Source: an optimization exercise on an open RTL-to-GDS flow (aim: small area, a short achievable clock period and few clock cycles per item). Production flows keep margins and buffers that such runs may drop.
Only simulation tests tie the RTL to the original design; equivalence was not proved.

==> inputs of 09-25 <==
Design trial_division_prime_factorizer_unit, start of the top module:
module trial_division_prime_factorizer_unit #(
	parameter int MAX_DIVISOR = 1048576
) (
	input  logic                         clk,
	input  logic                         arst_n,
	input  logic                         s_tvalid,
	output logic                         s_tready,
	input  logic [tdpf_pkg::NUM_W-1:0]   s_tdata,   
	output logic                         m_tvalid,
	input  logic                         m_tready,
	output logic [tdpf_pkg::TDATA_W-1:0] m_tdata,   
	output logic [tdpf_pkg::STATUS_W-1:0] m_tuser,  
	output logic                         m_tlast,
	input  logic                         cfg_valid,
	output logic                         cfg_ready,
	input  logic [tdpf_pkg::CFG_W-1:0]   cfg_data   
);
Settings: LEC_CHECK=0, CAP_MARGIN=20, CORE_MARGIN=2, CORE_UTILIZATION=40, SLEW_MARGIN=20; clock period 6.0 ns.
run.sh (not shown) runs the stock make flow with config.mk's settings and CLKGATE_MAP_FILE= SYNTH_SCRIPT=/design/flow/synth_recipe.tcl, a recipe that flattens the netlist after the stock synthesis.
==> 09-09: changes against 09-25 <==
--- a/flow/config.mk
+++ b/flow/config.mk
@@ -10,2 +10,3 @@
 export CORE_UTILIZATION = 40
+export SETUP_SLACK_MARGIN = 2.5
 export SLEW_MARGIN = 20
==> qor summary <==
quantity                                                                          09-09                    09-25
Buffer count from post-CTS setup fixing                                             115                        0
Unrepaired setup endpoints after global routing                                    true                    false
Number of vias in the routed layout                                               28943                    27863
Run status                                                      complete, no violations  complete, no violations
Met2 usage in global routing                                                     38.10%                   36.73%
Met3 wire length                                                                7296 um                  7164 um
Vias in the first global route                                                    28465                    27674
Area Overhead vs Synth                                                           25.79%                   15.60%
Inserted Clock Buffers                                                               74                       73
Placed cell count                                                                  4861                     4872
Final-layout non-clock buffer area share                                         9.298%                   5.749%
Startpoint of the lowest-slack hold path                                       cfg_q[8]                widx_q[1]
Post-layout net count                                                              4248                     4083
Number of standard cells in the final layout excluding fillers                     5171                     5007
Initial antenna violation count                                                       0                        1
Met1 global-route usage                                                          31.72%                   30.44%
Met3 demand-to-capacity share in global routing                                  3.746%                   3.566%
Hold endpoint                                                                  cfg_q[8]                widx_q[1]
HPWL Detailed                                                                  79680 um                 80320 um
1st-pass router iterations                                                            5                        6
Worst R2R Setup Slack                                                           1.36 ns                  0.50 ns
Worst slew margin relative to its limit                                          30.50%                   30.66%
Maximum achievable frequency                                                  215.7 MHz                181.7 MHz
Testbench counts of 09-25, summed over its fixed seeds: cycles 131,364, items 320.
Testbench counts of 09-09, summed over its fixed seeds: cycles 131,364, items 320.

* * *

==> run Z <==
Another version of the RTL of trial_division_prime_factorizer_unit (not shown whole).
Design trial_division_prime_factorizer_unit, start of the top module:
module trial_division_prime_factorizer_unit #(
	parameter int MAX_DIVISOR = 1048576
) (
	input  logic                         clk,
	input  logic                         arst_n,
	input  logic                         s_tvalid,
	output logic                         s_tready,
	input  logic [tdpf_pkg::NUM_W-1:0]   s_tdata,   
	output logic                         m_tvalid,
	input  logic                         m_tready,
	output logic [tdpf_pkg::TDATA_W-1:0] m_tdata,   
	output logic [tdpf_pkg::STATUS_W-1:0] m_tuser,  
	output logic                         m_tlast,
	input  logic                         cfg_valid,
	output logic                         cfg_ready,
	input  logic [tdpf_pkg::CFG_W-1:0]   cfg_data   
);
==> flow/config.mk <==
export PLATFORM = sky130hd
export DESIGN_NAME = trial_division_prime_factorizer_unit
export DESIGN_NICKNAME = trial_division_prime_factorizer_unit
export VERILOG_FILES = /design/flow/design.v
export SDC_FILE = /design/flow/constraint.sdc
export NUM_CORES = 4
export LEC_CHECK = 0
export CAP_MARGIN = 20
export CORE_MARGIN = 2
export CORE_UTILIZATION = 60
export SETUP_SLACK_MARGIN = 1.3
export SLEW_MARGIN = 20
==> flow/constraint.sdc <==
create_clock -name core_clock -period 6.0 [get_ports {clk}]
set_input_delay 1.2000 -clock core_clock [delete_from_list [all_inputs] [get_ports {clk}]]
set_output_delay 1.2000 -clock core_clock [all_outputs]
set_load 0.01 [all_outputs]
==> run M: changes against run Z <==
--- a/flow/config.mk
+++ b/flow/config.mk
@@ -8,5 +8,5 @@
 export CAP_MARGIN = 20
 export CORE_MARGIN = 2
-export CORE_UTILIZATION = 60
-export SETUP_SLACK_MARGIN = 1.3
+export CORE_UTILIZATION = 55
+export SETUP_SLACK_MARGIN = 1.2
 export SLEW_MARGIN = 20
==> impl_metrics.tcl <==
set metrics [dict create \
    fillers 7134 \
    final.setup.worst_slack_ns 1.132 \
    placed_cell_area_sq_um 61290 \
    dr_wl_met3_um 19310 \
    worstSetupEndpointType "flip-flop" \
    initial_core_util_pct 60.74 \
    final_cell_area_sq_um 67660 \
    r2r_cells 21 \
    cp_slowest_cell "fa_2" \
    top_layer_used "met5" \
    track_usage_pct 36.38 \
    hpwl_um 128900 \
    vias 46200 \
    status "finished clean" \
]
[end of results for run Z]
==> impl_metrics.tcl <==
set metrics [dict create \
    status "finished clean" \
    dr_wl_met3_um 15370 \
    r2r_cells 17 \
    cts_tree "done" \
    top_layer_used "met4" \
    final_cell_area_sq_um 66640 \
    cp_slowest_cell "dfxtp_4" \
    placed_cell_area_sq_um 61470 \
    vias 45080 \
    hpwl_um 131300 \
    wl_per_cell_um 24.52 \
    fillers 8724 \
    track_usage_pct 33.23 \
]
[end of results for run M]
Testbench counts of run Z, summed over its fixed seeds: cycles 53,202, items 320.
Testbench counts of run M, summed over its fixed seeds: cycles 53,202, items 320.

* * *

==> run Y <==
Another version of the RTL of trial_division_prime_factorizer_unit (not shown whole).
Settings: LEC_CHECK=0, CAP_MARGIN=20, CORE_MARGIN=2, CORE_UTILIZATION=40, SETUP_SLACK_MARGIN=1.5, SLEW_MARGIN=20; clock period 6.0 ns.
==> run G: changes against run Y <==
--- a/flow/design.v
+++ b/flow/design.v
@@ -2950,15 +2950,19 @@
 				ne_q    <= 1'b0;
 				same_q  <= 1'b0;
 				l_q     <= bitlen64(s_tdata);
 				spec_q  <= s_tdata[63:1] == '0;
 				one_q   <= s_tdata[0];
 			end
 			S_TWO: begin
-				if (!p_q[0]) begin
+				if (p_q[3:0] == '0) begin
+					p_q    <= {4'd0, p_q[63:4]};
+					cnt2_q <= cnt2_q + 6'd4;
+					l_q    <= l_q - 7'd4;
+				end else if (!p_q[0]) begin
 					p_q    <= {1'b0, p_q[63:1]};
 					cnt2_q <= cnt2_q + 6'd1;
 					l_q    <= l_q - 7'd1;
 				end
 			end
 			S_TEST: begin
 				cyc_q  <= cyc_q + 1'b1;
==> flow/config.mk (replaced) <==
export PLATFORM = sky130hd
export DESIGN_NAME = trial_division_prime_factorizer_unit
export DESIGN_NICKNAME = trial_division_prime_factorizer_unit
export VERILOG_FILES = /design/flow/design.v
export SDC_FILE = /design/flow/constraint.sdc
export NUM_CORES = 4
export LEC_CHECK = 0
export CAP_MARGIN = 20
export CORE_MARGIN = 2
export CORE_UTILIZATION = 65
export SETUP_SLACK_MARGIN = 1.0
export SLEW_MARGIN = 20
==> run X: changes against run Y <==
--- a/flow/design.v
+++ b/flow/design.v
@@ -2572,15 +2572,15 @@
 	input  logic                         cfg_valid,
 	output logic                         cfg_ready,
 	input  logic [tdpf_pkg::CFG_W-1:0]   cfg_data   
 );
 	localparam int K  = 4;                    
 	localparam int W  = 20;                   
 	localparam int WN = 10;                   
-	localparam int M  = 4;                    
+	localparam int M  = 7;                    
 	localparam int NC = (64 + K - 1) / K;     
 	localparam int CW = $clog2(NC);
 	localparam int LI = (M > 1) ? $clog2(M) : 1;
 	typedef enum logic [3:0] {
 		S_IDLE, S_TWO, S_SEL, S_TEST, S_EVAL, S_WRITE, S_WB, S_OUT
 	} state_t;
 	state_t        state_q;
@@ -2950,15 +2950,19 @@
 				ne_q    <= 1'b0;
 				same_q  <= 1'b0;
 				l_q     <= bitlen64(s_tdata);
 				spec_q  <= s_tdata[63:1] == '0;
 				one_q   <= s_tdata[0];
 			end
 			S_TWO: begin
-				if (!p_q[0]) begin
+				if (p_q[3:0] == '0) begin
+					p_q    <= {4'd0, p_q[63:4]};
+					cnt2_q <= cnt2_q + 6'd4;
+					l_q    <= l_q - 7'd4;
+				end else if (!p_q[0]) begin
 					p_q    <= {1'b0, p_q[63:1]};
 					cnt2_q <= cnt2_q + 6'd1;
 					l_q    <= l_q - 7'd1;
 				end
 			end
 			S_TEST: begin
 				cyc_q  <= cyc_q + 1'b1;
==> flow/config.mk (replaced) <==
export PLATFORM = sky130hd
export DESIGN_NAME = trial_division_prime_factorizer_unit
export DESIGN_NICKNAME = trial_division_prime_factorizer_unit
export VERILOG_FILES = /design/flow/design.v
export SDC_FILE = /design/flow/constraint.sdc
export NUM_CORES = 4
export LEC_CHECK = 0
export CAP_MARGIN = 20
export CORE_MARGIN = 2
export CORE_UTILIZATION = 55
export SETUP_SLACK_MARGIN = 1.2
export SLEW_MARGIN = 20
==> run F: changes against run Y <==
--- a/flow/design.v
+++ b/flow/design.v
@@ -2572,15 +2572,15 @@
 	input  logic                         cfg_valid,
 	output logic                         cfg_ready,
 	input  logic [tdpf_pkg::CFG_W-1:0]   cfg_data   
 );
 	localparam int K  = 4;                    
 	localparam int W  = 20;                   
 	localparam int WN = 10;                   
-	localparam int M  = 4;                    
+	localparam int M  = 5;                    
 	localparam int NC = (64 + K - 1) / K;     
 	localparam int CW = $clog2(NC);
 	localparam int LI = (M > 1) ? $clog2(M) : 1;
 	typedef enum logic [3:0] {
 		S_IDLE, S_TWO, S_SEL, S_TEST, S_EVAL, S_WRITE, S_WB, S_OUT
 	} state_t;
 	state_t        state_q;
@@ -2950,15 +2950,19 @@
 				ne_q    <= 1'b0;
 				same_q  <= 1'b0;
 				l_q     <= bitlen64(s_tdata);
 				spec_q  <= s_tdata[63:1] == '0;
 				one_q   <= s_tdata[0];
 			end
 			S_TWO: begin
-				if (!p_q[0]) begin
+				if (p_q[3:0] == '0) begin
+					p_q    <= {4'd0, p_q[63:4]};
+					cnt2_q <= cnt2_q + 6'd4;
+					l_q    <= l_q - 7'd4;
+				end else if (!p_q[0]) begin
 					p_q    <= {1'b0, p_q[63:1]};
 					cnt2_q <= cnt2_q + 6'd1;
 					l_q    <= l_q - 7'd1;
 				end
 			end
 			S_TEST: begin
 				cyc_q  <= cyc_q + 1'b1;
==> flow/config.mk (replaced) <==
export PLATFORM = sky130hd
export DESIGN_NAME = trial_division_prime_factorizer_unit
export DESIGN_NICKNAME = trial_division_prime_factorizer_unit
export VERILOG_FILES = /design/flow/design.v
export SDC_FILE = /design/flow/constraint.sdc
export NUM_CORES = 4
export LEC_CHECK = 0
export CAP_MARGIN = 20
export CORE_MARGIN = 2
export CORE_UTILIZATION = 55
export SETUP_SLACK_MARGIN = 1.2
export SLEW_MARGIN = 20
==> comparison <==
- Cell count: run G is lower than run F (about 11%).
- Final area: run X > run F > run Y > run G.
- Via count: run X > run F > run Y > run G.
- Of run G and run Y, run Y has the higher critical path depth (gap 6).
- In run Y the fmax is higher than in run X, by 3.7%.
- Run Y went through all stages and came out clean. Run F finished with timing, DRC and antenna clean. Run G went through all stages and came out clean. Run X completed with no timing, DRC or antenna violations.
- Worst hold slack: run Y < run F < run X < run G.
- Between run Y and run X, the lower non-clock buffer count is in run Y (gap 28).
Testbench counts of run Y, summed over its fixed seeds: cycles 64,180, items 320.
Testbench counts of run G, summed over its fixed seeds: cycles 63,615, items 320.
Testbench counts of run X, summed over its fixed seeds: cycles 49,337, items 320.
Testbench counts of run F, summed over its fixed seeds: cycles 56,858, items 320.

-- static timing again, ports no longer ideal --
Ports are ideal in the flow. The routed layouts listed here were re-timed in OpenROAD. Step 1, drivers: a clkbuf_16 drives clk and a buf_2 each remaining input, both assumed. Step 2 times the ports against the registers' clock, not the clock port: input delays grow and output delays shrink by t, the midpoint of the rising clock arrivals with the driver on. Slacks: no drivers / after step 1 / after step 2; pairs: no drivers / after step 1.
run | shift t [ns] | slack for setup (ns) | clock arrival spread, ns
09-25 | 0.685 | 0.497 / 0.497 / 0.497 | 0.065 / 0.066
09-09 | 0.691 | 1.364 / 1.364 / 1.364 | 0.045 / 0.044
run Z | 0.760 | 1.132 / 1.132 / 1.132 | 0.038 / 0.039
run M | 0.752 | 1.175 / 1.107 / 1.221 | 0.040 / 0.040
run Y | 0.757 | 1.228 / 1.228 / 1.228 | 0.062 / 0.062
run G | 0.722 | 0.932 / 0.865 / 1.110 | 0.062 / 0.062
run X | 0.783 | 1.051 / 1.038 / 1.051 | 0.068 / 0.068
run F | 0.756 | 1.049 / 1.049 / 1.049 | 0.086 / 0.087
After both steps every run listed still meets setup and hold.
